Source: an optimization exercise on an open RTL-to-GDS flow (aim: small area). Production flows keep margins and buffers that such runs may drop.
Function was checked by simulation only, so behaviour that the tests miss may differ from the original.
The clock cells of runs 6 and 7 come from the design's own scripts or RTL, not from TritonCTS.
The flow treats the clock pin as an ideal source. Dropping or thinning the clock tree relies on that and would not hold on a real chip.
Power is estimated from default activity; no workload was simulated.

===== flow/config.mk =====
export PLATFORM = sky130hd
export DESIGN_NAME = alu_unit
export DESIGN_NICKNAME = alu_unit
export VERILOG_FILES = /design/flow/design.v
export SDC_FILE = /design/flow/constraint.sdc
export NUM_CORES = 4
export LEC_CHECK = 0
export CAP_MARGIN = 20
export CORE_MARGIN = 2
export CORE_UTILIZATION = 40
export SLEW_MARGIN = 20

===== flow/constraint.sdc =====
create_clock -name core_clock -period 6.0 [get_ports {clk}]
set_input_delay 1.2000 -clock core_clock [delete_from_list [all_inputs] [get_ports {clk}]]
set_output_delay 1.2000 -clock core_clock [all_outputs]
set_load 0.01 [all_outputs]

===== flow/design.v =====
`timescale 1ns/1ns
package alu_pkg;
	localparam int word_width = 32;
	localparam int mult_steps = 32;
	localparam int step_cnt_width = $clog2(mult_steps);
	localparam int cla_groups = word_width / 4;
	typedef enum logic [3:0] {
		op_add  = 4'd0,
		op_sub  = 4'd1,
		op_and  = 4'd2,
		op_or   = 4'd3,
		op_not  = 4'd4,
		op_neg  = 4'd5,
		op_shr  = 4'd6,
		op_shra = 4'd7,
		op_shl  = 4'd8,
		op_ror  = 4'd9,
		op_rol  = 4'd10,
		op_mul  = 4'd11
	} alu_op_t;
endpackage
`timescale 1ns/1ns
`timescale 1ns/1ns
`timescale 1ns/1ns
`timescale 1ns/1ns
`timescale 1ns/1ns
import alu_pkg::*;
module alu_unit (
	input  logic                           clk,
	input  logic                           rst,
	input  logic [alu_pkg::word_width-1:0] bus_in,
	input  logic                           y_load,
	input  alu_pkg::alu_op_t               op,
	input  logic                           op_valid,
	output logic [alu_pkg::word_width-1:0] z_hi,
	output logic [alu_pkg::word_width-1:0] z_lo,
	output logic                           done,
	output logic                           busy
);
	logic [31:0] y;
	logic        y_zero;
	logic [31:0] m;
	logic [3:0]  opr;
	logic        run;
	logic [6:0]  cnt;
	logic [33:0] r;
	logic [9:0]  a0;
	logic [9:0]  a1;
	logic [11:0] a2;
	logic        c0;
	logic        c1;
	logic        b1;
	logic        b2;
	logic        l1;
	logic        l2;
	logic        cy;
	logic        accept;
	logic        term;
	logic        rclass;
	logic        is_mul;
	logic        b0;
	logic        l0;
	logic        big;
	logic [6:0]  cnt0;
	logic [31:0] a_in;
	logic [10:0] s0;
	logic [10:0] s1;
	logic [10:0] s2;
	logic        co0;
	logic        co1;
	logic        sa;
	logic        sb;
	logic        ssum;
	logic        sbit;
	logic        fill;
	assign rclass = (opr == 4'd6) | (opr == 4'd7) | (opr == 4'd9);
	assign term   = cnt[6] | (rclass & (&cnt[5:0]));
	assign busy   = run & ~term;
	assign done   = run & term;
	assign accept = op_valid & ~busy & ~rst;
	assign z_lo = r[31:0];
	assign z_hi = {a2[9:0], a1, a0, r[33:32]};
	assign big = |bus_in[31:5];
	always_comb begin
		case (op)
			4'd6, 4'd7: cnt0 = big ? 7'd31 : {2'b01, ~bus_in[4:0]};
			4'd8:       cnt0 = big ? 7'd32 : {2'b00, bus_in[4:0]};
			4'd9:       cnt0 = {2'b01, ~bus_in[4:0]};
			4'd10:      cnt0 = {2'b01, bus_in[4:0]};
			4'd11:      cnt0 = 7'd30;
			default:    cnt0 = 7'd32;
		endcase
	end
	assign is_mul = (opr == 4'd11);
	assign b0     = r[0] & is_mul & ~(&cnt[5:1]);
	assign l0     = (cnt[5:0] == 6'd61);
	always_comb begin
		logic c;
		logic [10:0] v;
		logic [10:0] d;
		v = {s1[0], a0};
		d = {11{b0}} & (m[10:0] ^ {11{l0}});
		c = b0 & l0;
		for (int i = 0; i < 11; i++) begin
			s0[i] = v[i] ^ d[i] ^ c;
			c = (v[i] & d[i]) | (v[i] & c) | (d[i] & c);
		end
		co0 = c;
	end
	always_comb begin
		logic c;
		logic [10:0] v;
		logic [10:0] d;
		v = {s2[0], a1};
		d = {11{b1}} & (m[21:11] ^ {11{l1}});
		c = c0;
		for (int i = 0; i < 11; i++) begin
			s1[i] = v[i] ^ d[i] ^ c;
			c = (v[i] & d[i]) | (v[i] & c) | (d[i] & c);
		end
		co1 = c;
	end
	always_comb begin
		logic c;
		logic [10:0] v;
		logic [10:0] d;
		v = a2[10:0];
		d = {11{b2}} & ({m[31], m[31:22]} ^ {11{l2}});
		c = c1;
		for (int i = 0; i < 11; i++) begin
			s2[i] = v[i] ^ d[i] ^ c;
			c = (v[i] & d[i]) | (v[i] & c) | (d[i] & c);
		end
	end
	assign sa   = r[0] & (opr != 4'd5);
	assign sb   = a0[0] ^ ((opr == 4'd1) | (opr == 4'd4) | (opr == 4'd5));
	assign ssum = sa ^ sb ^ cy;
	always_comb begin
		case (opr)
			4'd2:    sbit = sa & sb;
			4'd3:    sbit = sa | sb;
			4'd4:    sbit = sb;
			default: sbit = ssum;
		endcase
	end
	always_comb begin
		case (opr)
			4'd0, 4'd1, 4'd2, 4'd3, 4'd4, 4'd5: fill = sbit;
			4'd7:        fill = r[31];
			4'd8:        fill = s0[0];
			4'd9, 4'd10: fill = r[0];
			default:     fill = r[32];
		endcase
	end
	assign a_in = y_zero ? 32'd0 : y;
	always_ff @(posedge clk) begin
		if (y_load)
			y <= bus_in;
		if (rst)
			y_zero <= 1'b1;
		else if (y_load)
			y_zero <= 1'b0;
	end
	always_ff @(posedge clk) begin
		if (rst)
			run <= 1'b0;
		else if (accept)
			run <= 1'b1;
		else if (term)
			run <= 1'b0;
	end
	always_ff @(posedge clk) begin
		if (accept) begin
			m   <= bus_in;
			opr <= op;
		end
	end
	always_ff @(posedge clk) begin
		if (accept) begin
			r   <= {2'b00, a_in};
			if (op <= 4'd5)
				{a2, a1, a0} <= bus_in;
			else
				{a2, a1, a0} <= 32'd0;
			c0  <= 1'b0;
			c1  <= 1'b0;
			b1  <= 1'b0;
			b2  <= 1'b0;
			l1  <= 1'b0;
			l2  <= 1'b0;
			cy  <= (op == 4'd1) | (op == 4'd5);
			cnt <= cnt0;
		end else begin
			r   <= {is_mul & s0[0], r[33], fill, r[31:1]};
			a0  <= s0[10:1];
			a1  <= s1[10:1];
			a2  <= {(opr == 4'd8) & r[0] & ~cnt[5], is_mul ? s2[10] : a2[11], s2[10:1]};
			c0  <= co0;
			c1  <= co1;
			b1  <= b0;
			b2  <= b1;
			l1  <= l0;
			l2  <= l1;
			cy  <= (sa & sb) | (sa & cy) | (sb & cy);
			cnt <= cnt + 7'd1;
		end
	end
endmodule

===== flow/run.sh =====
#!/bin/bash
# synth_recipe.tcl (not shown) runs the flow's synth.tcl, then flattens the netlist and writes it again
# the make line also repeats each setting of config.mk as NAME=value (left out here)
make -C /OpenROAD-flow-scripts/flow DESIGN_CONFIG=/design/flow/config.mk WORK_HOME=/design/flow/orfs CLKGATE_MAP_FILE= SYNTH_SCRIPT=/design/flow/synth_recipe.tcl finish

==> flow_summary_export.csv, run 1 <==
group,metric,value,unit
run_status,status,"complete, no violations",
synthesis,synthAdderAreaFrac,10.7,%
sta,hold_viol_final,0,
grt,track_usage,17.3,%
sta,rsz0062_at_grt,"no",
clock_network,clkTransAtPathRegs,0.06,ns
cells_and_area,fin_util,52.3,%
cells_and_area,area_growth_syn_to_layout,28.7,%
place,gp_congestion,0.826,
route,via_per_inst,4.84,
synthesis,synth_compound_area_share,8.75,%
power,leakagePower,3.38,nW
setup_path,worstSetupStartpointType,"flip-flop",
clock_network,clock_path_buffers,2,
clock_network,h-tree-depth,4,
cells_and_area,layout-drive-gt1-share,7.67,%
sta,drv_slew,0,
synthesis,ys_seq_area_share,55.4,%
synthesis,synth-seq-cells,150,
grt,antenna_found_initial,0,
min_path,min_path_type,"flip-flop to flip-flop",
route,via_count,4597,
cells_and_area,diodes,0,
synthesis,syn_area_per_cell,10.8,um^2
grt,grt_max_degree,132,
synthesis,synthXorXnorAreaFrac,5.39,%
sta,fin_hold_ws,0.449,ns
sta,skew,0.00673,ns
die,die_x,133,um
cells_and_area,fillers,1423,
grt,grt_pass1_vias,4562,
die,initial_utilization,40.6,%
synthesis,ys_types,46,
sta,slew_headroom,33.2,%
sta,fin_crit,5.72,ns
synthesis,syn_inst,618,
route,drtIter0Drc,193,
setup_path,critPathKind,"flip-flop to flip-flop",
die,die_y,133,um
synthesis,ys_top_cells_by_area,"edfxtp_1 31%, dfxtp_1 24%, fa_1 9.9%, nand2_1 7.8%, o21ai_0 4.9%",
die,io-pin-count,106,
setup_path,critPathArrivalTime,5.99,ns
route,detail-route-antenna-nets,0,
clock_network,tritoncts.num_buffers,17,
clock_network,cts_sinks,150,
place,place_area,0.00791,mm^2
clock_network,cts_root_buf,"clkbuf_16",
flow_run,max-cap-violations,0,
sta,worst_pin_slew,1.00,ns
synthesis,yosys.area_share.simple,15.1,%
clock_network,clk_latency,0.42,ns
synthesis,synth_edf_count,69,
sta,setup_viol,0,
setup_path,cp_max_fo,5,
die,rows,47,
synthesis,synth_top_area_cell,"edfxtp_1",
sta,fmax,175,MHz
sta,setup-tns-final,0,ns
sta,min_period_over_period,95.3,%
cells_and_area,seq_area,0.00369,mm^2
synthesis,yosysWarnings,1,
die,coreArea,0.0164,mm^2
route,drc,0,
synthesis,syn_area,0.00667,mm^2
setup_path,cp.required,6.26,ns
synthesis,muxShareOfSynthArea,0.450,%
synthesis,async_flop_share,0,%
synthesis,ys.flop_type,"dfxtp_1",
power,peakVddDrop,0.200,mV
route,drt_wl_total,14.8,mm
route,wl_per_cell,15.6,um
synthesis,syn-num-nets,695,
setup_path,crit_path_end_kind,"flip-flop",
die,dieArea,0.0177,mm^2
cells_and_area,final_common_cell,"nand2_1",
grt,grt_pass1_wl,24.1,mm
synthesis,synth_top_family_by_area,"simple AND/OR/NAND/NOR gates",
cells_and_area,fin_area,0.00858,mm^2
synthesis,synth_top_cell_area_share,31.1,%
cells_and_area,final_cell_mix,"138 x nand2_1, 105 x clkdlybuf4s50_1, 80 x dfxtp_1, 69 x edfxtp_1, 65 x o21ai_0",
route,first_pass_iters,6,
power,p_per_area,320,mW/mm^2
cells_and_area,multi_input_area,0.00270,mm^2
cells_and_area,nNetsFinal,794,
grt,overflow,0,
place,placement.io_buffers,105,
place,post-dp-hpwl,10.1,mm
clock_network,cts_tree,"done",
## synthesized netlist by cell type, types with 2 or more instances
library cell	n
fa_1	33
o22ai_1	4
and2_1	23
nand2b_1	5
nand2_1	138
buf_1	2
a31o_2	2
inv_1	21
edfxtp_1	69
a21oi_1	11
nor2b_1	4
and3_1	5
xnor2_1	5
nor3_1	3
dfxtp_1	81
xor2_1	36
mux2i_1	3
nand3_1	10
clkbuf_1	27
buf_4	11
nor4_1	6
nand4_1	2
o31ai_1	2
o32ai_1	5
nor2_1	22
o21ai_0	65
ha_1	4
## metal layers
layer  up-vias  GRT usage [%]  part of all wire, %
met1      2219           23.3                   47
li1       2262              -                    -
met3        15           3.73                  4.7
met4         0           5.91                 0.96
met2       101           28.0                   47
met5         -              0                    0
## cell type report
cell class / count / area share [%]
timing repair buffer: 121 / 14.1
inverter: 22 / 0.963
multi-input combinational: 405 / 31.5
clock inverter: 10 / 1.34
tap: 220 / 3.21
sequential: 150 / 43.1
clock buffer: 22 / 5.79
## power breakdown
group	switching (mW)	total [mW]	internal (mW)
logic	0.196	0.399	0.203
registers	0.0673	1.25	1.18
clock network	0.419	1.09	0.674
## final timing paths
path	from	to	slack [ns]	depth (start not counted)
max	cnt[3]$_DFF_P_	a0[9]$_DFF_P_	0.28	18
min reg2reg	r[23]$_DFF_P_	r[22]$_DFF_P_	0.45	2
max reg2reg	cnt[3]$_DFF_P_	a0[9]$_DFF_P_	0.28	18
min	r[23]$_DFF_P_	r[22]$_DFF_P_	0.45	2
## kinds of logic after synthesis
logic type / after synthesis
AOI/OAI and AO/OA: 99
xor gates and xnor gates: 41
adders and majority gates: 37
buffers and inverters: 63
DFF: 150
muxes: 3
and+or+nand+nor: 225
## sequential cells by signal, summed over array words and instances (netlist names)
register and flops:
l2 1, cy 1, l1 1, y_zero 1
a1 10, a0 10, cnt 7, b2 1
y 32, m 32, r 34, c1 1
a2 12, c0 1, b1 1, opr 4
run 1
## worst max-delay path, stage by stage, from the launching register on
cell     delay [ns]
dfxtp_1        0.37
and3_4         0.23
nand3_1        0.14
buf_6          0.17
buf_12         0.12
xor2_1         0.12
nor2_1         0.07
fa_1           0.39
fa_1           0.43
fa_1           0.43
fa_1           0.44
fa_1           0.45
fa_2           0.39
fa_2           0.38
fa_1           0.42
fa_1           0.42
fa_1           0.43
nand2_1        0.06
o21ai_0        0.10
## what timing repair did
item	in CTS	in global routing
buffers inserted	0	3
hold buffers	0	0
resized for setup	0	6
endpoints found under the setup margin	0	2
## per-stage QoR
| step | power [mW] | std cells | setup slack [ns] |
|---|---|---|---|
| floorplan | 1.45 | 618 | 0.0355 |
| detailed placement | 1.67 | 915 | 0.0693 |
| global placement | 1.66 | 914 | 0.187 |
| CTS | 2.76 | 947 | 0.0227 |
| finish | 2.74 | 950 | 0.279 |
| global route | 2.86 | 950 | 0.0192 |
==> run 2: changes to the inputs <==
--- a/flow/config.mk
+++ b/flow/config.mk
@@ -10,2 +10,4 @@
 export CORE_UTILIZATION = 40
+export CTS_BUF_LIST = sky130_fd_sc_hd__clkbuf_8
+export CTS_CLUSTER_SIZE = 30
 export SLEW_MARGIN = 20
==> run 2 against run 1 <==
  * Still clean on timing, DRC and antenna
  * Synthesized cell count unchanged
  * Global-route usage down 0.14 points
  * Sequential share of layout area up 0.95 points
  * Clock-buffer cell count down 4
  * Sequential power about the same
  * Worst hold slack better by 0.0048 ns
  * Wire length down 0.76%
  * Final cell count unchanged
  * Largest cell class unchanged
==> flow_summary_export.csv, run 2 <==
group,metric,value,unit
run_status,status,"complete, no violations",
sta,fmax,177,MHz
grt,antenna_found_initial,0,
place,gp_congestion,0.826,
setup_path,critPathArrivalTime,5.96,ns
power,p_per_area,297,mW/mm^2
synthesis,yosysWarnings,1,
grt,overflow,0,
synthesis,synth_edf_count,69,
sta,hold_viol_final,0,
synthesis,syn_area_per_cell,10.8,um^2
grt,grt_pass1_vias,4511,
sta,setup-tns-final,0,ns
setup_path,crit_path_end_kind,"flip-flop",
clock_network,cts_sinks,150,
cells_and_area,largest_reg_flops,34,
grt,grt_max_degree,132,
clock_network,hold_buffers,0,
sta,fin_hold_ws,0.454,ns
die,rows,47,
synthesis,syn_area,0.00667,mm^2
cells_and_area,diodes,0,
setup_path,critPathKind,"flip-flop to flip-flop",
synthesis,ys.flop_type,"dfxtp_1",
route,drtIter0Drc,255,
clock_network,clk_latency,0.45,ns
cells_and_area,regMostFlops,"r",
synthesis,synth_top_cell_area_share,31.1,%
sta,drv_slew,0,
place,placement.io_buffers,105,
synthesis,ys_seq_area_share,55.4,%
die,die_y,133,um
setup_path,worstSetupStartpointType,"flip-flop",
min_path,min_path_type,"flip-flop to flip-flop",
synthesis,syn-num-nets,695,
die,dieArea,0.0177,mm^2
cells_and_area,fin_area,0.00840,mm^2
die,io-pin-count,106,
clock_network,cts_tree,"done",
sta,rsz0062_at_grt,"no",
sta,worst_pin_slew,1.00,ns
cells_and_area,area_growth_syn_to_layout,26.0,%
clock_network,tritoncts.num_buffers,17,
die,die_x,133,um
setup_path,cp_max_fo,5,
power,finalPower,2.49,mW
grt,grt_pass1_wl,23.9,mm
cells_and_area,layout-drive-gt1-share,7.95,%
synthesis,synth_top_area_cell,"edfxtp_1",
sta,min_period_over_period,94.3,%
die,initial_utilization,40.6,%
power,peakVddDrop,0.147,mV
route,drt_wl_total,14.7,mm
synthesis,synth_most_common_cell,"nand2_1",
place,place_area,0.00791,mm^2
cells_and_area,final_cell_mix,"138 x nand2_1, 105 x clkdlybuf4s50_1, 78 x dfxtp_1, 69 x edfxtp_1, 65 x o21ai_0",
sta,skew,0.0120,ns
sta,fin_crit,5.66,ns
cells_and_area,reg_top3,"r (34), m (32), y (32)",
route,first_pass_iters,4,
synthesis,syn_inst,618,
synthesis,ys_types,46,
cells_and_area,fillers,1440,
cells_and_area,nNetsFinal,794,
synthesis,synth_common_cells,"138 x nand2_1, 81 x dfxtp_1, 69 x edfxtp_1, 65 x o21ai_0, 36 x xor2_1",
synthesis,ys_top_cells_by_area,"edfxtp_1 31%, dfxtp_1 24%, fa_1 9.9%, nand2_1 7.8%, o21ai_0 4.9%",
route,via_per_inst,4.85,
route,detail-route-antenna-nets,0,
clock_network,cts_root_buf,"clkbuf_8",
die,coreArea,0.0164,mm^2
sta,setup_viol,0,
flow_run,max-cap-violations,0,
route,via_count,4607,
synthesis,synth-seq-cells,150,
synthesis,async_flop_share,0,%
place,post-dp-hpwl,10.1,mm
route,drc,0,
cells_and_area,fin_util,51.2,%
clock_network,h-tree-depth,4,
clock_network,clock_path_buffers,2,
power,leakagePower,3.30,nW
setup_path,cp.required,6.31,ns
cells_and_area,final_common_cell,"nand2_1",
sta,slew_headroom,33.0,%
clock_network,clkTransAtPathRegs,0.09,ns
grt,track_usage,17.2,%
route,wl_per_cell,15.4,um
run 2: area by class of cell:
cell class | instances | area [um^2] | share of cell area [%]
Sequential cell | 150 | 3700 | 44.0
Multi-Input combinational cell | 405 | 2700 | 32.2
Timing Repair Buffer | 121 | 1210 | 14.4
Tap cell | 220 | 275 | 3.28
Clock buffer | 18 | 248 | 2.95
Clock inverter | 14 | 183 | 2.18
Inverter | 22 | 82.6 | 0.983
run 2: path summary, 6_finish.rpt:
check	start	to	slack [ns]	cells past startpoint
min reg2reg	r[23]$_DFF_P_	r[22]$_DFF_P_	0.45	2
min	r[23]$_DFF_P_	r[22]$_DFF_P_	0.45	2
max reg2reg	cnt[4]$_DFF_P_	a0[9]$_DFF_P_	0.34	18
max	cnt[4]$_DFF_P_	a0[9]$_DFF_P_	0.34	18
run 2: repair_timing:
item | CTS | global route
buffers inserted | 0 | 3
setup endpoints to repair | 0 | 2
gates resized for setup | 0 | 8
run 2: per-layer routing:
metal | GRT usage (%) | vias to the layer above | share of wire (%)
met5 | 0 | - | 0
met4 | 5.38 | 0 | 1.5
met3 | 4.19 | 20 | 4.5
met2 | 27.7 | 97 | 47
met1 | 23.1 | 2228 | 47
li1 | - | 2262 | -
run 2: worst max-delay path, cell delays in order, from the launching register on:
cell     delay [ns]
dfxtp_1        0.35
and3_4         0.22
nand3_1        0.13
buf_6          0.16
buf_12         0.12
xor2_1         0.12
nor2_1         0.07
fa_1           0.39
fa_1           0.42
fa_1           0.43
fa_1           0.43
fa_1           0.45
fa_2           0.39
fa_2           0.38
fa_1           0.42
fa_1           0.42
fa_1           0.43
nand2_1        0.06
o21ai_0        0.10
run 2: through the flow:
stage | instances | setup WS [ns]
3_3_place_gp | 914 | 0.187
6_report | 950 | 0.344
5_1_grt | 950 | 0.0574
4_1_cts | 947 | 0.0217
3_5_place_dp | 915 | 0.0693
2_1_floorplan | 618 | 0.0355
run 2: logic make-up (layout without fill, tap and decap cells):
| family | count (synthesis) | in the layout | share of synthesized area [%] |
|---|---|---|---|
| compound gates | 99 | 99 | 8.75 |
| flops | 150 | 150 | 55.4 |
| buf+inv | 63 | 175 | 4.28 |
| fa+ha+maj | 37 | 37 | 10.7 |
| xor+xnor | 41 | 41 | 5.39 |
| simple gates | 225 | 225 | 15.1 |
| mux | 3 | 3 | 0.450 |
run 2: power by group:
| group | switching, mW | internal, mW |
|---|---|---|
| Clock | 0.386 | 0.461 |
| Sequential | 0.0671 | 1.18 |
| Combinational | 0.195 | 0.203 |
==> run 3: changes to the inputs <==
--- a/flow/config.mk
+++ b/flow/config.mk
@@ -9,4 +9,5 @@
 export CORE_MARGIN = 2
-export CORE_UTILIZATION = 40
+export CORE_UTILIZATION = 65
 export CTS_BUF_LIST = sky130_fd_sc_hd__clkbuf_8
+export CTS_CLUSTER_DIAMETER = 150
 export CTS_CLUSTER_SIZE = 30
==> run 3 against run 2 <==
  * Still clean
  * Via count grew 3.4%
  * Combinational power shrank 1%
  * Critical path depth shrank 1
  * Sequential power is essentially flat
  * Clock skew shrank 0.0034 ns
  * Worst setup slack lost 0.012 ns
  * Sequential cell count is the same
  * Register-to-register slack is essentially flat
  * Worst hold slack lost 0.0019 ns
  * Global-route usage grew 11 points
  * First-iteration DRC count grew 27%
  * Area after synthesis is the same
  * Largest cell class unchanged
  * Highest routed layer unchanged
==> flow_summary_export.csv, run 3 <==
group,metric,value,unit
sta,setup-tns-final,0,ns
setup_path,cp_max_fo,4,
grt,antenna_found_initial,0,
route,detail-route-antenna-nets,0,
synthesis,ys.flop_type,"dfxtp_1",
die,io-pin-count,106,
clock_network,clock_path_buffers,2,
grt,grt_pass1_wl,24.0,mm
cells_and_area,nNetsFinal,788,
synthesis,ys_seq_area_share,55.4,%
cells_and_area,area_growth_syn_to_layout,22.5,%
sta,min_period_over_period,94.5,%
route,wl_met2,7.18,mm
cells_and_area,final_cell_mix,"138 x nand2_1, 105 x clkdlybuf4s50_1, 78 x dfxtp_1, 69 x edfxtp_1, 65 x o21ai_0",
route,wl_per_cell,17.0,um
cells_and_area,fillers,575,
setup_path,reg2reg_to,"a0[9]$_DFF_P_",
clock_network,cts_setup_buffers,0,
grt,grt_max_degree,132,
sta,hold_viol_final,0,
cells_and_area,diodes,0,
synthesis,syn_area_per_cell,10.8,um^2
cells_and_area,layout-drive-gt1-share,7.46,%
setup_path,worstSetupEndpoint,"a0[9]$_DFF_P_",
clock_network,cts_sinks,150,
sta,setup_viol,0,
synthesis,syn-num-nets,695,
setup_path,cp_common_cell,"fa_1",
route,first_pass_iters,4,
power,p_per_area,292,mW/mm^2
grt,track_usage,28.0,%
synthesis,synth_top_cell_area_share,31.1,%
sta,rsz0062_at_grt,"no",
synthesis,synth-seq-cells,150,
run_status,status,"complete, no violations",
cells_and_area,regMostFlops,"r",
setup_path,crit_path_max_incr_delay,0.44,ns
route,drc,0,
route,topRoutingLayerUsed,"met4",
route,via_count,4763,
place,place_inst,825,
synthesis,synth_top_area_cell,"edfxtp_1",
power,finalPower,2.39,mW
cells_and_area,largest_reg_flops,34,
setup_path,cp-startpoint,"opr[1]$_DFFE_PP_",
clock_network,cts_tree,"done",
synthesis,synth_common_cells,"138 x nand2_1, 81 x dfxtp_1, 69 x edfxtp_1, 65 x o21ai_0, 36 x xor2_1",
synthesis,async_flop_share,0,%
route,drtIter0Drc,325,
cells_and_area,stdcell_count,857,
cells_and_area,fin_util,82.8,%
setup_path,crit_chain,"and4b_2 > nand3_1 > nand2b_1 > fa_1 > inv_1 > fa_1 > fa_2 > fa_1 > fa_1 > fa_1 > fa_2 > fa_1 > fa_1 > fa_1 > fa_1 > nand2_1 > o21ai_0",
clock_network,clk_latency,0.44,ns
grt,grt_pass1_vias,4769,
sta,fmax,176,MHz
route,drt-met1-wl,6.22,mm
setup_path,cp.required,6.30,ns
sta,fin_crit,5.67,ns
die,initial_utilization,67.6,%
sta,drv_slew,0,
sta,worst_pin_slew,1.00,ns
place,dpl_worst_slack,0.0856,ns
grt,overflow,0,
route,drt_wl_total,14.6,mm
synthesis,ys_top_cells_by_area,"edfxtp_1 31%, dfxtp_1 24%, fa_1 9.9%, nand2_1 7.8%, o21ai_0 4.9%",
setup_path,worstSetupStartpointType,"flip-flop",
cells_and_area,reg_top3,"r (34), m (32), y (32)",
place,place_area,0.00776,mm^2
clock_network,tritoncts.num_buffers,17,
place,gp_congestion,0.897,
die,rows,36,
setup_path,rr_worst_depth,17,
synthesis,syn_inst,618,
place,post-dp-hpwl,9.78,mm
sta,skew,0.00866,ns
synthesis,yosysWarnings,1,
die,die_x,105,um
setup_path,critPathKind,"flip-flop to flip-flop",
clock_network,cts_root_buf,"clkbuf_8",
setup_path,critPathArrivalTime,5.97,ns
die,dieArea,0.0111,mm^2
min_path,hp-start,"r[19]$_DFF_P_",
clock_network,h-tree-depth,4,
die,die_y,105,um
min_path,min_path_type,"flip-flop to flip-flop",
flow_run,max-cap-violations,0,
route,via_per_inst,5.56,
sta,fin_hold_ws,0.452,ns
synthesis,ys_types,46,
die,coreArea,0.00986,mm^2
cells_and_area,fin_area,0.00816,mm^2
power,peakVddDrop,0.244,mV
cells_and_area,final_common_cell,"nand2_1",
sta,setup_slack,0.332,ns
place,placement.io_buffers,105,
clock_network,clkTransAtPathRegs,0.08,ns
synthesis,syn_area,0.00667,mm^2
min_path,hold_depth,2,
setup_path,r2r_setup_slack,0.33,ns
setup_path,crit_path_end_kind,"flip-flop",
synthesis,synth_most_common_cell,"nand2_1",
power,leakagePower,3.22,nW
synthesis,synth_edf_count,69,
setup_path,cpMaxStageDelayCell,"fa_1",
setup_path,r2r_start,"opr[1]$_DFFE_PP_",
sta,slew_headroom,32.8,%
route,wl_met3,851,um
-- run 3: changes by cell type in the layout (fill, tap and decap cells not counted), sizes merged --
cell,change
buf,-6
inv,-1
bufinv,-2
clkinv,+1
clkinvlp,+3
clkbuf,-1
-- run 3: cell type report --
cell class / instances / area, um^2 / share of cell area, %
inverter: 22 / 82.6 / 1.01
tap: 133 / 166 / 2.04
multi-input combinational: 405 / 2710 / 33.2
clock inverter: 15 / 143 / 1.75
sequential: 150 / 3700 / 45.3
timing repair buffer: 115 / 1130 / 13.9
clock buffer: 17 / 234 / 2.87
-- run 3: kinds of logic (layout without fill, tap and decap cells) --
kind of cell / after synthesis / count (layout) / synth area share, %
AND/OR/NAND/NOR: 225 / 225 / 15.1
flip-flops: 150 / 150 / 55.4
AO/OA/AOI/OAI: 99 / 99 / 8.75
buffers and inverters: 63 / 169 / 4.28
XOR/XNOR: 41 / 41 / 5.39
adder cells (fa/ha/maj): 37 / 37 / 10.7
multiplexers: 3 / 3 / 0.450
-- run 3: per-layer routing --
layer | track usage [%] | vias to the layer above
met2 | 45.2 | 170
li1 | - | 2245
met4 | 10.9 | 0
met3 | 6.49 | 34
met1 | 37.1 | 2314
met5 | 0 | -
-- run 3: report_power, final --
part | total (mW) | internal (mW) | leakage [nW] | switching [mW]
Clock | 0.739 | 0.363 | 0.191 | 0.376
Combinational | 0.394 | 0.198 | 1.71 | 0.196
Sequential | 1.25 | 1.18 | 1.33 | 0.0734
Total | 2.39 | 1.74 | 3.22 | 0.646
-- run 3: worst min path at each step --
stage | end | slack [ns]
2_1_floorplan | b2$_SDFF_PP0_ | 0.44
3_3_place_gp | r[26]$_DFF_P_ | 0.43
3_5_place_dp | r[13]$_DFF_P_ | 0.44
4_1_cts | r[13]$_DFF_P_ | 0.46
5_1_grt | r[3]$_DFF_P_ | 0.48
6_report | r[18]$_DFF_P_ | 0.45
-- run 3: critical path: cells and delay by family (launching register included) --
family                   cells  cell delay, ns
flip-flops                   1            0.41
buffers and inverters        1            0.06
AND/OR/NAND/NOR              4            0.61
AO/OA/AOI/OAI                1            0.08
adder cells (fa/ha/maj)     11            4.36
-- run 3: timing repair --
| action | in CTS | in global routing |
|---|---|---|
| hold buffers | 0 | 0 |
| gates resized for setup | 0 | 10 |
| endpoints found under the setup margin | 0 | 3 |
==> run 4: changes to the inputs <==
==> flow/flow/run.sh (new file) <==
#!/bin/bash
# The standard layout (the standard.sh, unchanged synthesis), with the
# port buffers that ORFS inserts before global placement made from the
# smallest buffer cell instead of the default one.
set -euo pipefail
bash standard.sh "BUFFER_PORTS_ARGS=-buffer_cell sky130_fd_sc_hd__buf_1" finish > standard_flow.log 2>&1
==> flow/standard.sh (new file) <==
#!/bin/bash
# synth_recipe.tcl (not shown) runs the flow's synth.tcl, then flattens the netlist and writes it again
# the make line also repeats each setting of config.mk as NAME=value (left out here)
make -C /OpenROAD-flow-scripts/flow DESIGN_CONFIG=/design/flow/config.mk WORK_HOME=/design/flow/orfs CLKGATE_MAP_FILE= SYNTH_SCRIPT=/design/flow/synth_recipe.tcl "${@:-finish}"
--- a/flow/config.mk
+++ b/flow/config.mk
@@ -9,5 +9,4 @@
 export CORE_MARGIN = 2
-export CORE_UTILIZATION = 65
+export CORE_UTILIZATION = 40
 export CTS_BUF_LIST = sky130_fd_sc_hd__clkbuf_8
-export CTS_CLUSTER_DIAMETER = 150
 export CTS_CLUSTER_SIZE = 30
removed: flow/run.sh
==> run 4 against run 3 <==
  * Die area is 60% higher
  * First-iteration DRC count is 25% lower
  * Total power is 4.8% lower
  * Utilization is 36 points lower
  * Fmax is 0.93% lower
  * Synthesized cell count stayed put
  * Wire length is 0.44% lower
  * Area after synthesis stayed put
  * Register-to-register slack worse by 0.05 ns
  * Worst setup slack worse by 0.053 ns
  * Critical path type unchanged
  * Critical endpoint unchanged
  * Largest power group unchanged
==> flow_summary_export.csv, run 4 <==
group,metric,value,unit
clock_network,clk_latency,0.46,ns
clock_network,cts_setup_buffers,0,
place,gp_congestion,0.826,
clock_network,clock_path_buffers,2,
synthesis,ys.flop_type,"dfxtp_1",
setup_path,worstSetupStartpointType,"flip-flop",
sta,fin_hold_ws,0.451,ns
clock_network,tritoncts.num_buffers,17,
route,drt_wl_total,14.5,mm
sta,skew,0.0174,ns
cells_and_area,reg_top3,"r (34), m (32), y (32)",
clock_network,cts_root_buf,"clkbuf_8",
route,via_per_inst,4.80,
power,finalPower,2.27,mW
synthesis,synth_top_area_cell,"edfxtp_1",
route,wl_met2,7.00,mm
sta,setup_slack,0.279,ns
run_status,status,"complete, no violations",
place,dpl_worst_slack,0.160,ns
power,peakVddDrop,0.126,mV
setup_path,cp.required,6.32,ns
power,p_int,1.62,mW
setup_path,critPathArrivalTime,6.04,ns
cells_and_area,final_common_cell,"nand2_1",
power,p_comb_share,13.0,%
setup_path,critPathKind,"flip-flop to flip-flop",
power,leakagePower,2.96,nW
route,wl_per_cell,15.4,um
min_path,whs_endpoint,"r[9]$_DFF_P_",
route,drc,0,
sta,fmax,175,MHz
die,die_y,133,um
sta,setup_viol,0,
synthesis,syn_area,0.00667,mm^2
route,first_pass_iters,5,
sta,min_period_over_period,95.4,%
cells_and_area,layout-drive-gt1-share,7.18,%
cells_and_area,nNetsFinal,788,
place,placement.io_buffers,105,
setup_path,rr_worst_depth,18,
route,drtIter0Drc,244,
synthesis,synth_top_cell_area_share,31.1,%
synthesis,async_flop_share,0,%
route,topRoutingLayerUsed,"met4",
cells_and_area,fin_util,46.3,%
synthesis,syn-num-nets,695,
min_path,min_path_type,"flip-flop to flip-flop",
route,detail-route-antenna-nets,0,
synthesis,ys_top_cells_by_area,"edfxtp_1 31%, dfxtp_1 24%, fa_1 9.9%, nand2_1 7.8%, o21ai_0 4.9%",
sta,drv_slew,0,
synthesis,ys_types,46,
cells_and_area,largest_reg_flops,34,
sta,hold_viol_final,0,
setup_path,crit_path_end_kind,"flip-flop",
cells_and_area,diodes,0,
power,pwr-share-clk,31.8,%
route,via_count,4530,
synthesis,yosysWarnings,1,
synthesis,synth_edf_count,69,
clock_network,clkTransAtPathRegs,0.09,ns
synthesis,synth_most_common_cell,"nand2_1",
route,wl_met3,810,um
grt,track_usage,17.1,%
power,pwr-share-seq,55.2,%
grt,grt_pass1_vias,4513,
cells_and_area,final_cell_mix,"138 x nand2_1, 104 x buf_1, 77 x dfxtp_1, 69 x edfxtp_1, 65 x o21ai_0",
power,p_switching,0.648,mW
grt,grt_max_degree,132,
synthesis,synth-seq-cells,150,
cells_and_area,regMostFlops,"r",
die,dieArea,0.0177,mm^2
clock_network,hold_buffers,0,
synthesis,syn_inst,618,
clock_network,cts_sinks,150,
sta,fin_crit,5.72,ns
setup_path,r2r_setup_slack,0.28,ns
clock_network,h-tree-depth,4,
die,initial_utilization,40.6,%
flow_run,max-cap-violations,0,
power,swShare,28.6,%
synthesis,synth_common_cells,"138 x nand2_1, 81 x dfxtp_1, 69 x edfxtp_1, 65 x o21ai_0, 36 x xor2_1",
setup_path,cp_max_fo,5,
power,p_per_area,299,mW/mm^2
place,place_area,0.00721,mm^2
route,drt-met1-wl,6.53,mm
cells_and_area,area_growth_syn_to_layout,13.9,%
grt,overflow,0,
min_path,hp-start,"r[10]$_DFF_P_",
place,post-dp-hpwl,9.90,mm
cells_and_area,fin_area,0.00759,mm^2
synthesis,ys_seq_area_share,55.4,%
sta,worst_pin_slew,1.02,ns
synthesis,syn_area_per_cell,10.8,um^2
clock_network,cts_resized,0,
die,coreArea,0.0164,mm^2
sta,slew_headroom,32.0,%
setup_path,r2r_start,"cnt[4]$_DFF_P_",
min_path,hold_depth,2,
grt,antenna_found_initial,0,
die,rows,47,
die,io-pin-count,106,
setup_path,reg2reg_to,"a0[9]$_DFF_P_",
die,die_x,133,um
clock_network,cts_tree,"done",
grt,grt_pass1_wl,23.7,mm
==> run 4: cell counts after synthesis <==
Identical to the previous run, type by type.
==> run 4: worst max-delay path by stage <==
stage / from / end / slack, ns / depth (start not counted)
final: cnt[4]$_DFF_P_ / a0[9]$_DFF_P_ / 0.28 / 18
after global routing: cnt[4]$_DFF_P_ / a0[9]$_DFF_P_ / -0.003 / 18
after CTS: cnt[2]$_DFF_P_ / a0[9]$_DFF_P_ / 0.12 / 18
after detailed placement: cnt[2]$_DFF_P_ / a0[9]$_DFF_P_ / 0.16 / 18
after global placement: cnt[2]$_DFF_P_ / a0[9]$_DFF_P_ / 0.22 / 18
after floorplan: cnt[1]$_DFF_P_ / a0[9]$_DFF_P_ / 0.04 / 19
==> run 4: power groups by stage <==
stage	clock (mW)	sequential [mW]	combinational (mW)
after floorplan	0	1.28	0.170
after global placement	0	1.27	0.293
after detailed placement	0	1.27	0.298
after CTS	0.738	1.25	0.302
after global routing	0.780	1.27	0.337
final	0.721	1.25	0.296
==> run 4: routing by layer <==
metal	GRT usage [%]	vias up
li1	-	2245
met1	22.4	2150
met2	27.8	118
met3	4.45	17
met4	5.97	0
met5	0	-
==> run 4: final cells by class <==
cell class,instances,area (um^2)
Sequential cell,150,3700
Clock buffer,18,248
Multi-Input combinational cell,405,2700
Fill cell,1555,8810
Timing Repair Buffer,115,478
Tap cell,220,275
Clock inverter,14,114
Inverter,22,82.6
==> run 4: kinds of logic (layout without fill, tap and decap cells) <==
family	after synthesis	in the layout	synth area share (%)
adder cells (fa/ha/maj)	37	37	10.7
AO/OA/AOI/OAI	99	99	8.75
multiplexers	3	3	0.450
AND/OR/NAND/NOR	225	225	15.1
flip-flops	150	150	55.4
buffers and inverters	63	169	4.28
XOR/XNOR	41	41	5.39
==> run 4: worst max-delay path, stage by stage, from the launching register on <==
cell and delay [ns]:
dfxtp_1 0.37, and3_4 0.22, nand3_1 0.14, xnor2_1 0.16, nand2b_1 0.08, fa_1 0.16
inv_1 0.05, fa_1 0.42, fa_1 0.43, fa_1 0.43, fa_1 0.44, fa_1 0.43
fa_1 0.42, fa_1 0.44, fa_2 0.39, fa_1 0.41, fa_1 0.43, nand2_1 0.06
o21ai_0 0.09
==> run 4: per-stage QoR <==
stage               setup TNS, ns  std cells
CTS                             0        944
detailed placement              0        912
global placement                0        912
global route             -0.00298        944
finish                          0        944
floorplan                       0        618
==> run 5: changes to the inputs <==
==> flow/flow/run.sh (replaced) <==
#!/bin/bash
# The standard layout (standard.sh, with its unchanged synthesis), with two
# changes passed to ORFS as make variables:
#  - the port buffers that ORFS inserts before global placement use the
#    smallest buffer cell (every input and output port still gets one);
#  - clock tree synthesis runs without dummy loads.
# make's output goes to standard_flow.log; ORFS keeps each step's log under
# orfs/logs/.
set -euo pipefail
bash standard.sh \
  "BUFFER_PORTS_ARGS=-buffer_cell sky130_fd_sc_hd__buf_1" \
  "CTS_ARGS=-sink_clustering_enable -repair_clock_nets -sink_clustering_size 30 -buf_list sky130_fd_sc_hd__clkbuf_8 -dont_use_dummy_load" \
  finish > standard_flow.log 2>&1
==> run 5 against run 4 <==
  * Still clean on timing, DRC and antenna
  * Clock skew grew 0.014 ns
  * Critical endpoint unchanged
  * Non-clock buffer count stayed put
  * Sequential cell count did not move
  * Register-to-register slack about the same
  * Critical path depth stayed put
  * Area after synthesis unchanged
  * Via count shrank 0.82%
  * Combinational power about the same
  * Largest power group unchanged
  * Sequential power about the same
  * Die area unchanged
==> flow_summary_export.csv, run 5 <==
group,metric,value,unit
power,peakVddDrop,0.129,mV
grt,grt_pass1_wl,23.4,mm
clock_network,clock_path_buffers,2,
die,die_x,133,um
synthesis,ys_top_cells_by_area,"edfxtp_1 31%, dfxtp_1 24%, fa_1 9.9%, nand2_1 7.8%, o21ai_0 4.9%",
clock_network,clk_latency,0.46,ns
synthesis,synth-seq-cells,150,
power,p_per_area,284,mW/mm^2
sta,rsz0062_at_grt,"no",
place,dpl_worst_slack,0.160,ns
cells_and_area,fin_area,0.00747,mm^2
synthesis,ys.flop_type,"dfxtp_1",
route,drtIter0Drc,201,
clock_network,clkTransAtPathRegs,0.09,ns
cells_and_area,seq_area,0.00370,mm^2
synthesis,synth_top_cell_area_share,31.1,%
synthesis,syn-num-nets,695,
sta,setup_slack,0.284,ns
power,finalPower,2.12,mW
grt,overflow,0,
sta,fin_crit,5.72,ns
clock_network,cts_root_buf,"clkbuf_8",
place,placement.io_buffers,105,
die,dieArea,0.0177,mm^2
clock_network,cts_resized,0,
die,io-pin-count,106,
synthesis,synth_most_common_cell,"nand2_1",
setup_path,critPathArrivalTime,6.04,ns
setup_path,worstSetupStartpointType,"flip-flop",
run_status,status,"complete, no violations",
route,drc,0,
min_path,min_path_type,"flip-flop to flip-flop",
grt,grt_max_degree,132,
cells_and_area,nNetsFinal,788,
place,gp_congestion,0.826,
route,first_pass_iters,5,
flow_run,max-cap-violations,0,
sta,fmax,175,MHz
cells_and_area,largest_reg_flops,34,
die,die_y,133,um
sta,drv_slew,0,
cells_and_area,final_cell_mix,"138 x nand2_1, 104 x buf_1, 77 x dfxtp_1, 69 x edfxtp_1, 65 x o21ai_0",
clock_network,hold_buffers,0,
setup_path,critPathKind,"flip-flop to flip-flop",
synthesis,synth_top_area_cell,"edfxtp_1",
setup_path,cp_max_fo,5,
cells_and_area,regMostFlops,"r",
grt,antenna_found_initial,0,
grt,track_usage,17.0,%
synthesis,async_flop_share,0,%
power,leakagePower,2.90,nW
die,rows,47,
cells_and_area,fillers,1564,
sta,slew_headroom,29.6,%
place,post-dp-hpwl,9.90,mm
sta,skew,0.0314,ns
route,via_per_inst,4.84,
cells_and_area,diodes,0,
sta,min_period_over_period,95.3,%
cells_and_area,area_growth_syn_to_layout,12.0,%
clock_network,tritoncts.num_buffers,17,
place,place_area,0.00721,mm^2
route,detail-route-antenna-nets,0,
grt,grt_pass1_vias,4450,
synthesis,syn_area_per_cell,10.8,um^2
synthesis,yosysWarnings,1,
synthesis,synth_edf_count,69,
sta,worst_pin_slew,1.06,ns
synthesis,ys_types,46,
setup_path,crit_path_end_kind,"flip-flop",
route,drt_wl_total,14.4,mm
synthesis,ys_seq_area_share,55.4,%
route,wl_per_cell,15.5,um
cells_and_area,multi_input_area,0.00270,mm^2
synthesis,synth_common_cells,"138 x nand2_1, 81 x dfxtp_1, 69 x edfxtp_1, 65 x o21ai_0, 36 x xor2_1",
clock_network,cts_tree,"done",
die,initial_utilization,40.6,%
route,via_count,4493,
synthesis,syn_inst,618,
clock_network,cts_sinks,150,
cells_and_area,reg_top3,"r (34), m (32), y (32)",
sta,hold_viol_final,0,
cells_and_area,layout-drive-gt1-share,5.78,%
synthesis,syn_area,0.00667,mm^2
sta,setup_viol,0,
clock_network,cts_setup_buffers,0,
die,coreArea,0.0164,mm^2
cells_and_area,final_common_cell,"nand2_1",
clock_network,h-tree-depth,4,
sta,setup-tns-final,0,ns
setup_path,cp.required,6.32,ns
## run 5: cell count changes in the layout (fill, tap and decap cells not counted), sizes merged
cell and delta:
clkinvlp -5, inv -5, clkinv -3, bufinv -1
clkbuf -1
## run 5: through the flow
stage               util [%]  hold slack [ns]  cells
floorplan                  -            0.442    618
global placement        44.0            0.436    912
detailed placement      44.0            0.443    912
CTS                     45.4            0.452    929
global route            45.5            0.473    929
finish                  45.5            0.439    929
## run 5: cell type report
type	instances	area share [%]
sequential	150	49.5
multi-input combinational	405	36.1
timing repair buffer	115	6.40
tap	220	3.69
clock buffer	17	3.13
inverter	22	1.11
## run 5: metal layers
metal / GRT usage, % / wire, um
met4: 5.38 / 154
met2: 27.3 / 6810
met5: 0 / 0
met1: 22.2 / 6660
met3: 4.87 / 789
## run 5: power by group
group	internal [mW]	switching (mW)	leakage (nW)
Clock	0.249	0.322	0.122
Combinational	0.107	0.189	1.45
Sequential	1.18	0.0718	1.33
## run 5: worst paths after layout
check	from	endpoint	slack, ns	cells past startpoint
setup / recovery	cnt[4]$_DFF_P_	a0[9]$_DFF_P_	0.28	18
hold / removal	r[10]$_DFF_P_	r[9]$_DFF_P_	0.44	2
setup reg to reg	cnt[4]$_DFF_P_	a0[9]$_DFF_P_	0.28	18
hold reg to reg	r[10]$_DFF_P_	r[9]$_DFF_P_	0.44	2
## run 5: cells by family after synthesis
kind of cell	synth area share [%]
fa+ha+maj	10.7
compound gates	8.75
buf+inv	4.28
xor+xnor	5.39
mux	0.450
flops	55.4
simple gates	15.1
## run 5: worst max-delay path, cell delays in order (launching register included)
cell	delay [ns]
dfxtp_1	0.37
and3_4	0.22
nand3_1	0.14
xnor2_1	0.16
nand2b_1	0.08
fa_1	0.16
inv_1	0.05
fa_1	0.42
fa_1	0.44
fa_1	0.43
fa_1	0.44
fa_1	0.43
fa_1	0.42
fa_1	0.44
fa_2	0.38
fa_1	0.41
fa_1	0.43
nand2_1	0.06
o21ai_0	0.08
==> run 6: changes to the inputs <==
==> flow/flow/run.sh (replaced) <==
#!/bin/bash
# The standard layout (standard.sh, with its unchanged synthesis), with
# three changes passed to ORFS as make variables:
#  - the port buffers that ORFS inserts before global placement use the
#    smallest buffer cell (every input and output port still gets one);
#  - the clock tree is built by flow/pre_cts.tcl (a root buffer and ten leaf
#    buffers over k-means groups of flip-flops) instead of TritonCTS;
#  - everything else as standard.
# make's output goes to standard_flow.log; ORFS keeps each step's log under
# orfs/logs/.
set -euo pipefail
here=$(pwd)
bash standard.sh \
  "BUFFER_PORTS_ARGS=-buffer_cell sky130_fd_sc_hd__buf_1" \
  "PRE_CTS_TCL=$here/flow/pre_cts.tcl" \
  "MANUAL_CTS_LEAVES=10" \
  finish > standard_flow.log 2>&1
==> flow/flow/manual_cts.tcl (new file) <==
# Manual clock tree: the clock port drives one root buffer, which drives
# NLEAF leaf buffers; flops are split into NLEAF groups by k-means on their
# positions, each leaf buffer placed at its group's centroid.
proc manual_cts {nleaf leafcell rootcell} {
  set block [ord::get_db_block]
  set db [ord::get_db]
  set clknet [$block findNet clk]
  set sinks {}
  foreach it [$clknet getITerms] {
    set inst [$it getInst]
    lassign [$inst getLocation] x y
    set m [$inst getMaster]
    lappend sinks [list $it [expr {$x + [$m getWidth]/2}] [expr {$y + [$m getHeight]/2}]]
  }
  set n [llength $sinks]
  # k-means init: sort by x then y, take evenly spaced
  set sorted [lsort -real -index 1 $sinks]
  set cents {}
  for {set k 0} {$k < $nleaf} {incr k} {
    set s [lindex $sorted [expr {int(($k + 0.5) * $n / $nleaf)}]]
    lappend cents [list [lindex $s 1] [lindex $s 2]]
  }
  set cap [expr {int(ceil(double($n) / $nleaf)) + 2}]
  for {set iter 0} {$iter < 30} {incr iter} {
    # balanced assignment: greedy by distance with capacity
    set pairs {}
    set i 0
    foreach s $sinks {
      set k 0
      foreach c $cents {
        set d [expr {abs([lindex $s 1]-[lindex $c 0]) + abs([lindex $s 2]-[lindex $c 1])}]
        lappend pairs [list $d $i $k]
        incr k
      }
      incr i
    }
    set pairs [lsort -real -index 0 $pairs]
    array unset asg; array unset cnt
    for {set k 0} {$k < $nleaf} {incr k} {set cnt($k) 0}
    foreach p $pairs {
      lassign $p d i k
      if {[info exists asg($i)]} continue
      if {$cnt($k) >= $cap} continue
      set asg($i) $k; incr cnt($k)
    }
    set newc {}
    for {set k 0} {$k < $nleaf} {incr k} {set sx($k) 0; set sy($k) 0}
    foreach i [array names asg] {
      set k $asg($i); set s [lindex $sinks $i]
      set sx($k) [expr {$sx($k) + [lindex $s 1]}]; set sy($k) [expr {$sy($k) + [lindex $s 2]}]
    }
    for {set k 0} {$k < $nleaf} {incr k} {
      if {$cnt($k) > 0} { lappend newc [list [expr {$sx($k)/$cnt($k)}] [expr {$sy($k)/$cnt($k)}]] } else { lappend newc [lindex $cents $k] }
    }
    set cents $newc
  }
  set lmaster [$db findMaster $leafcell]
  set rmaster [$db findMaster $rootcell]
  # root buffer at the centroid of the leaves
  set rx 0; set ry 0
  foreach c $cents { set rx [expr {$rx + [lindex $c 0]}]; set ry [expr {$ry + [lindex $c 1]}] }
  set rx [expr {int($rx / $nleaf)}]; set ry [expr {int($ry / $nleaf)}]
  set root [odb::dbInst_create $block $rmaster clkbuf_root]
  $root setLocation $rx $ry
  $root setPlacementStatus PLACED
  set rootnet [odb::dbNet_create $block clknet_root]
  $rootnet setSigType CLOCK
  [$root findITerm A] connect $clknet
  [$root findITerm X] connect $rootnet
  for {set k 0} {$k < $nleaf} {incr k} {
    set b [odb::dbInst_create $block $lmaster clkbuf_leaf_$k]
    $b setLocation [expr {int([lindex [lindex $cents $k] 0])}] [expr {int([lindex [lindex $cents $k] 1])}]
    $b setPlacementStatus PLACED
    set net [odb::dbNet_create $block clknet_leaf_$k]
    $net setSigType CLOCK
    [$b findITerm A] connect $rootnet
    [$b findITerm X] connect $net
    set leafnet($k) $net
  }
  foreach i [array names asg] {
    set it [lindex [lindex $sinks $i] 0]
    $it disconnect
    $it connect $leafnet($asg($i))
  }
  puts "manual_cts: $n sinks, $nleaf leaves, counts [array get cnt]"
}
==> flow/flow/pre_cts.tcl (new file) <==
# Sourced by ORFS's cts.tcl before clock tree synthesis (PRE_CTS_TCL).
# Builds a small two-level clock tree by hand (the clock port drives one
# root buffer, which drives MANUAL_CTS_LEAVES leaf buffers, each feeding a
# group of nearby flip-flops), then turns TritonCTS's command into a no-op so
# that the rest of cts.tcl (legalisation, timing repair) runs on this tree.
source [file join [file dirname [info script]] manual_cts.tcl]
manual_cts $::env(MANUAL_CTS_LEAVES) sky130_fd_sc_hd__clkbuf_8 sky130_fd_sc_hd__clkbuf_4
proc clock_tree_synthesis {args} { puts "clock_tree_synthesis: tree already built by pre_cts.tcl" }
==> run 6 against run 5 <==
  * Final cell count decreased by 0.54%
  * Clock skew shrank 0.015 ns
  * Utilization is 0.51 points lower
  * Global-route usage down 1.1 points
  * First-iteration DRC count rose by 23%
  * Sequential share of layout area rose by 0.53 points
  * Via count is 0.49% lower
  * Clock power is 19% lower
  * Fmax up 0.34%
  * Sequential cell count is the same
  * Die area unchanged
  * Wire length is 0.27% lower
  * Critical path type unchanged
  * Critical endpoint unchanged
==> flow_summary_export.csv, run 6 <==
group,metric,value,unit
synthesis,synth_edf_count,69,
cells_and_area,area_growth_syn_to_layout,10.8,%
sta,fmax,176,MHz
grt,grt_pass1_wl,23.3,mm
synthesis,syn-num-nets,695,
place,placement.io_buffers,105,
cells_and_area,stdcell_count,924,
clock_network,clkTransAtPathRegs,0.10,ns
sta,drv_slew,0,
synthesis,syn_area_per_cell,10.8,um^2
die,die_y,133,um
synthesis,ys_top_cells_by_area,"edfxtp_1 31%, dfxtp_1 24%, fa_1 9.9%, nand2_1 7.8%, o21ai_0 4.9%",
cells_and_area,reg_top3,"r (34), m (32), y (32)",
synthesis,ys_seq_area_share,55.4,%
cells_and_area,final_cell_mix,"138 x nand2_1, 104 x buf_1, 79 x dfxtp_1, 69 x edfxtp_1, 65 x o21ai_0",
min_path,whs_endpoint,"r[21]$_DFF_P_",
cells_and_area,final_common_cell,"nand2_1",
sta,slew_headroom,29.5,%
min_path,min_path_type,"flip-flop to flip-flop",
grt,grt_max_degree,132,
setup_path,crit_path_end_kind,"flip-flop",
route,via_count,4471,
grt,track_usage,15.9,%
cells_and_area,largest_reg_flops,34,
place,gp_congestion,0.826,
flow_run,max-cap-violations,0,
route,drc,0,
die,initial_utilization,40.6,%
route,wl_per_cell,15.6,um
die,io-pin-count,106,
power,finalPower,2.01,mW
route,detail-route-antenna-nets,0,
setup_path,r2r_setup_slack,0.30,ns
setup_path,critPathArrivalTime,6.12,ns
synthesis,syn_area,0.00667,mm^2
setup_path,rr_worst_depth,18,
grt,use_met1,22.1,%
synthesis,async_flop_share,0,%
power,peakVddDrop,0.142,mV
sta,fin_crit,5.70,ns
power,p_per_area,272,mW/mm^2
grt,overflow,0,
setup_path,worstSetupStartpointType,"flip-flop",
setup_path,critPathKind,"flip-flop to flip-flop",
clock_network,hold_buffers,0,
sta,worst_pin_slew,1.06,ns
cells_and_area,multi_input_area,0.00270,mm^2
setup_path,r2r_start,"cnt[0]$_DFF_P_",
cells_and_area,layout-drive-gt1-share,4.84,%
synthesis,syn_inst,618,
synthesis,synth_top_area_cell,"edfxtp_1",
setup_path,reg2reg_to,"a0[9]$_DFF_P_",
grt,antenna_found_initial,1,
cells_and_area,regMostFlops,"r",
route,via_per_inst,4.84,
min_path,hold_depth,2,
setup_path,cp.required,6.42,ns
cells_and_area,fin_util,45.0,%
sta,rsz0062_at_grt,"no",
die,coreArea,0.0164,mm^2
synthesis,synth-seq-cells,150,
synthesis,ys_types,46,
synthesis,ys.flop_type,"dfxtp_1",
place,dpl_worst_slack,0.160,ns
run_status,status,"complete, no violations",
setup_path,cp_max_fo,5,
cells_and_area,seq_area,0.00370,mm^2
synthesis,synth_common_cells,"138 x nand2_1, 81 x dfxtp_1, 69 x edfxtp_1, 65 x o21ai_0, 36 x xor2_1",
sta,hold_viol_final,0,
place,place_inst,912,
grt,grt_pass1_vias,4397,
min_path,hp-start,"r[22]$_DFF_P_",
place,post-dp-hpwl,9.90,mm
grt,grt.met3_usage,2.05,%
sta,setup-tns-final,0,ns
grt,grt-busiest-layer,"met2",
clock_network,clk_latency,0.56,ns
die,die_x,133,um
die,dieArea,0.0177,mm^2
sta,skew,0.0165,ns
route,drt_wl_total,14.4,mm
sta,min_period_over_period,94.9,%
power,leakagePower,2.85,nW
grt,gr-usage-met2,27.3,%
synthesis,synth_top_cell_area_share,31.1,%
cells_and_area,nNetsFinal,782,
sta,setup_viol,0,
die,rows,47,
cells_and_area,fillers,1559,
route,drtIter0Drc,248,
route,first_pass_iters,4,
synthesis,yosysWarnings,1,
sta,setup_slack,0.303,ns
synthesis,synth_most_common_cell,"nand2_1",
## run 6: through the flow
stage	hold WS (ns)	cell area [um^2]
floorplan	0.442	6670
finish	0.462	7380
global placement	0.436	7210
CTS	0.443	7360
global route	0.478	7380
detailed placement	0.443	7210
## run 6: final cells by class
| cell class | count | share of cell area [%] |
|---|---|---|
| Antenna cell | 1 | 0.0339 |
| Buffer | 11 | 1.97 |
| Inverter | 22 | 1.12 |
| Multi-Input combinational cell | 405 | 36.6 |
| Sequential cell | 150 | 50.1 |
| Tap cell | 220 | 3.73 |
| Timing Repair Buffer | 115 | 6.47 |
## run 6: metal layers
layer  part of all wire, %  vias to the layer above
met5                     0                        -
met4                   1.9                        0
met3                   5.9                       18
met2                    46                      114
met1                    46                     2118
li1                      -                     2221
## run 6: worst max-delay path, stage by stage, from the launching register on
cell and delay, ns:
dfxtp_1 0.43, ha_1 0.19, nand3_2 0.11, xnor2_1 0.15, nand2b_1 0.08, fa_1 0.16
inv_1 0.05, fa_1 0.41, fa_1 0.44, fa_1 0.43, fa_1 0.44, fa_1 0.44
fa_1 0.42, fa_1 0.44, fa_2 0.38, fa_1 0.41, fa_1 0.43, nand2_1 0.06
o21ai_0 0.08
## run 6: how the worst max path moves through the flow
stage | startpoint | to | cells after the start
after floorplan | cnt[1]$_DFF_P_ | a0[9]$_DFF_P_ | 19
after global placement | cnt[2]$_DFF_P_ | a0[9]$_DFF_P_ | 18
after detailed placement | cnt[2]$_DFF_P_ | a0[9]$_DFF_P_ | 18
after CTS | cnt[2]$_DFF_P_ | a0[9]$_DFF_P_ | 18
after global routing | cnt[4]$_DFF_P_ | a0[9]$_DFF_P_ | 18
final | cnt[0]$_DFF_P_ | a0[9]$_DFF_P_ | 18
## run 6: kinds of logic (layout without fill, tap and decap cells)
family | Yosys count | count (layout) | share of synthesized area [%]
compound gates | 99 | 99 | 8.75
other cells | 0 | 1 | 0
flops | 150 | 150 | 55.4
simple gates | 225 | 225 | 15.1
mux | 3 | 3 | 0.450
fa+ha+maj | 37 | 37 | 10.7
buf+inv | 63 | 148 | 4.28
xor+xnor | 41 | 41 | 5.39
## run 6: report_power, final
part	leakage [nW]	internal [mW]	switching [mW]
clock network	0.0765	0.155	0.306
registers	1.33	1.18	0.0719
logic	1.45	0.107	0.190
## run 6: timing repair
item                                    4_1_cts  5_1_grt
setup buffers                                 0        0
gates resized for setup                       0        7
endpoints found under the setup margin        0        2
==> run 7: changes to the inputs <==
--- a/flow/design.v
+++ b/flow/design.v
@@ -53,4 +53,2 @@
 	logic        b2;
-	logic        l1;
-	logic        l2;
 	logic        cy;
@@ -62,2 +60,4 @@
 	logic        l0;
+	logic        l1;
+	logic        l2;
 	logic        big;
@@ -96,2 +96,4 @@
 	assign l0     = (cnt[5:0] == 6'd61);
+	assign l1     = (cnt[5:0] == 6'd62);
+	assign l2     = (cnt[5:0] == 6'd63);
 	always_comb begin
@@ -188,4 +190,2 @@
 			b2  <= 1'b0;
-			l1  <= 1'b0;
-			l2  <= 1'b0;
 			cy  <= (op == 4'd1) | (op == 4'd5);
@@ -201,4 +201,2 @@
 			b2  <= b1;
-			l1  <= l0;
-			l2  <= l1;
 			cy  <= (sa & sb) | (sa & cy) | (sb & cy);
==> run 7 against run 6 <==
  * Synthesized cell count fell by 8.6%
  * Wire length rose by 1.4%
  * Total power rose by 0.66%
  * Critical path depth fell by 1
  * Global-route usage rose by 0.50 points
  * Sequential power barely moved
  * Sequential share of layout area fell by 0.051 points
  * Highest routed layer is now met5
==> flow_summary_export.csv, run 7 <==
group,metric,value,unit
run_status,status,"complete, no violations",
synthesis,syn-num-nets,643,
synthesis,syn_area_per_cell,11.7,um^2
grt,grt_pass1_vias,4501,
die,initial_utilization,41.3,%
setup_path,crit_path_end_kind,"flip-flop",
synthesis,synth_edf_count,69,
cells_and_area,multi_input_area,0.00265,mm^2
synthesis,yosysWarnings,1,
cells_and_area,largest_reg_flops,34,
synthesis,synth-seq-cells,148,
cells_and_area,diodes,0,
die,dieArea,0.0176,mm^2
sta,fmax,173,MHz
cells_and_area,area_growth_syn_to_layout,10.9,%
grt,overflow,0,
synthesis,ys_types,54,
die,die_y,132,um
sta,drv_slew,0,
synthesis,synth_top_cell_area_share,31.4,%
cells_and_area,regMostFlops,"r",
power,finalPower,2.02,mW
cells_and_area,final_cell_mix,"104 x buf_1, 83 x nand2_1, 74 x dfxtp_1, 69 x edfxtp_1, 36 x o21ai_0",
synthesis,synth_top_area_cell,"edfxtp_1",
die,coreArea,0.0160,mm^2
sta,hold_viol_final,0,
setup_path,cp.required,6.46,ns
power,p_per_area,276,mW/mm^2
grt,grt_pass1_wl,23.7,mm
route,drc,0,
route,drt_wl_total,14.6,mm
clock_network,clkTransAtPathRegs,0.11,ns
sta,slew_headroom,32.6,%
synthesis,ys_seq_area_share,55.3,%
route,drtIter0Drc,233,
sta,fin_crit,5.79,ns
grt,antenna_found_initial,1,
route,first_pass_iters,5,
grt,grt_max_degree,104,
place,place_area,0.00713,mm^2
synthesis,synth_most_common_cell,"nand2_1",
route,wl_per_cell,16.8,um
flow_run,max-cap-violations,0,
sta,min_period_over_period,96.5,%
place,post-dp-hpwl,10.5,mm
cells_and_area,reg_top3,"r (34), m (32), y (32)",
cells_and_area,fillers,1548,
sta,skew,0.0288,ns
place,placement.io_buffers,105,
setup_path,critPathKind,"flip-flop to flip-flop",
cells_and_area,final_common_cell,"buf_1",
die,die_x,132,um
grt,track_usage,16.4,%
die,io-pin-count,106,
sta,worst_pin_slew,1.01,ns
synthesis,ys.flop_type,"dfxtp_1",
setup_path,critPathArrivalTime,6.25,ns
route,detail-route-antenna-nets,0,
setup_path,worstSetupStartpointType,"flip-flop",
die,rows,46,
cells_and_area,seq_area,0.00366,mm^2
synthesis,syn_inst,565,
cells_and_area,fin_area,0.00732,mm^2
power,leakagePower,2.74,nW
cells_and_area,nNetsFinal,734,
route,via_per_inst,5.02,
route,via_count,4370,
synthesis,syn_area,0.00660,mm^2
setup_path,cp_max_fo,4,
synthesis,synth_common_cells,"84 x nand2_1, 79 x dfxtp_1, 69 x edfxtp_1, 36 x o21ai_0, 33 x fa_1",
power,peakVddDrop,0.124,mV
place,gp_congestion,0.880,
sta,rsz0062_at_grt,"no",
cells_and_area,layout-drive-gt1-share,6.27,%
synthesis,async_flop_share,0,%
sta,setup_viol,0,
synthesis,ys_top_cells_by_area,"edfxtp_1 31%, dfxtp_1 24%, fa_1 10%, nand2_1 4.8%, a22o_1 3.8%",
min_path,min_path_type,"flip-flop to flip-flop",
clock_network,clk_latency,0.55,ns
==> run 7: cells by family (layout without fill, tap and decap cells) <==
family / Yosys count / after routing / synth area share [%]
fa+ha+maj: 38 / 38 / 11.0
simple gates: 171 / 171 / 12.5
flops: 148 / 148 / 55.3
mux: 1 / 1 / 0.152
compound gates: 107 / 107 / 11.2
xor+xnor: 39 / 39 / 5.17
buf+inv: 61 / 150 / 4.76
==> run 7: stage by stage <==
stage                     util (%)  hold WS [ns]  setup TNS, ns  std cells  setup slack [ns]
final                         45.8         0.459              0        870             0.210
after global routing          45.8         0.491              0        870           0.00454
after CTS                     45.6         0.445              0        870            0.0358
after detailed placement      44.6         0.444        -0.0174        857           -0.0174
after global placement        44.4         0.433              0        856             0.109
after floorplan                  -         0.426              0        565            0.0149
==> run 7: path summary, 6_finish.rpt <==
path	from	cells past startpoint	endpoint	slack, ns
worst max-delay path	opr[0]$_DFFE_PP_	17	a0[9]$_DFF_P_	0.21
worst min-delay path	r[14]$_DFF_P_	2	r[13]$_DFF_P_	0.46
worst max register to register	opr[0]$_DFFE_PP_	17	a0[9]$_DFF_P_	0.21
worst min register to register	r[14]$_DFF_P_	2	r[13]$_DFF_P_	0.46
==> run 7: final cells by class <==
cell class | instances | area share (%)
well taps | 216 | 3.69
inverters | 22 | 1.13
multi-input cells | 356 | 36.2
repair buffers | 117 | 6.95
flip-flops and latches | 148 | 50.0
plain buffers | 11 | 1.98
==> run 7: critical path: stages (launching register included) <==
cell and delay [ns]:
edfxtp_1 0.38, and2_1 0.19, and2_1 0.19, o211ai_1 0.17, or2_4 0.19, fa_1 0.16
inv_1 0.05, fa_1 0.42, fa_1 0.44, fa_2 0.39, fa_2 0.38, fa_1 0.43
fa_1 0.44, fa_2 0.39, fa_1 0.42, fa_1 0.42, fa_1 0.45, a22o_1 0.21
==> run 7: per-layer routing <==
layer	track usage (%)	vias to the layer above	part of all wire [%]
met2	28.5	106	48
met3	1.80	22	4.1
li1	-	2106	-
met4	3.11	2	1.9
met1	22.4	2134	46
met5	0	-	0.089
==> run 7: where the power goes <==
group	switching, mW	total (mW)	leakage (nW)	internal, mW
sequential	0.0774	1.25	1.31	1.17
clock	0.296	0.451	0.0765	0.155
combinational	0.193	0.322	1.35	0.129
==> run 7: what timing repair did <==
item / CTS / global route
endpoints found under the setup margin: 1 / 2
gates resized for setup: 2 / 13
buffers inserted: 2 / 0
hold buffers: 0 / 0
hold endpoints to repair: 0 / 0

==> afterwards: timing with drivers on the ports <==
How much do the figures lean on ideal ports? The routed layouts below were timed once more, with nothing changed but the port constraints. Step 1, drivers: a clkbuf_16 drives clk and a buf_2 each remaining input, both assumed. Step 2 adds t to the input delays and takes it off the output delays; t is the mean of the earliest and latest rising clock arrival at the registers after step 1. Input paths then give back, and output paths get back, about the clock's delay inside the block. Slacks: ideal ports / drivers / drivers and shift; pairs: ideal ports / drivers.
run | shift t [ns] | setup WS [ns] | hold WS [ns] | worst setup path at the end | pins driven straight from the clock port
run 1 | 0.455 | 0.279 / 0.279 / 0.279 | 0.449 / 0.449 / 0.449 | register to register | 1
run 2 | 0.483 | 0.344 / 0.344 / 0.344 | 0.454 / 0.454 / 0.454 | register to register | 1
run 3 | 0.469 | 0.332 / 0.332 / 0.332 | 0.452 / 0.452 / 0.452 | register to register | 1
run 4 | 0.485 | 0.279 / 0.279 / 0.279 | 0.451 / 0.451 / 0.451 | register to register | 1
run 5 | 0.481 | 0.284 / 0.284 / 0.284 | 0.439 / 0.439 / 0.439 | register to register | 1
run 6 | 0.589 | 0.303 / 0.303 / 0.303 | 0.462 / 0.462 / 0.462 | register to register | 1
run 7 | 0.570 | 0.210 / 0.210 / 0.210 | 0.459 / 0.459 / 0.459 | register to register | 1
After both steps setup and hold are still met in every run listed.
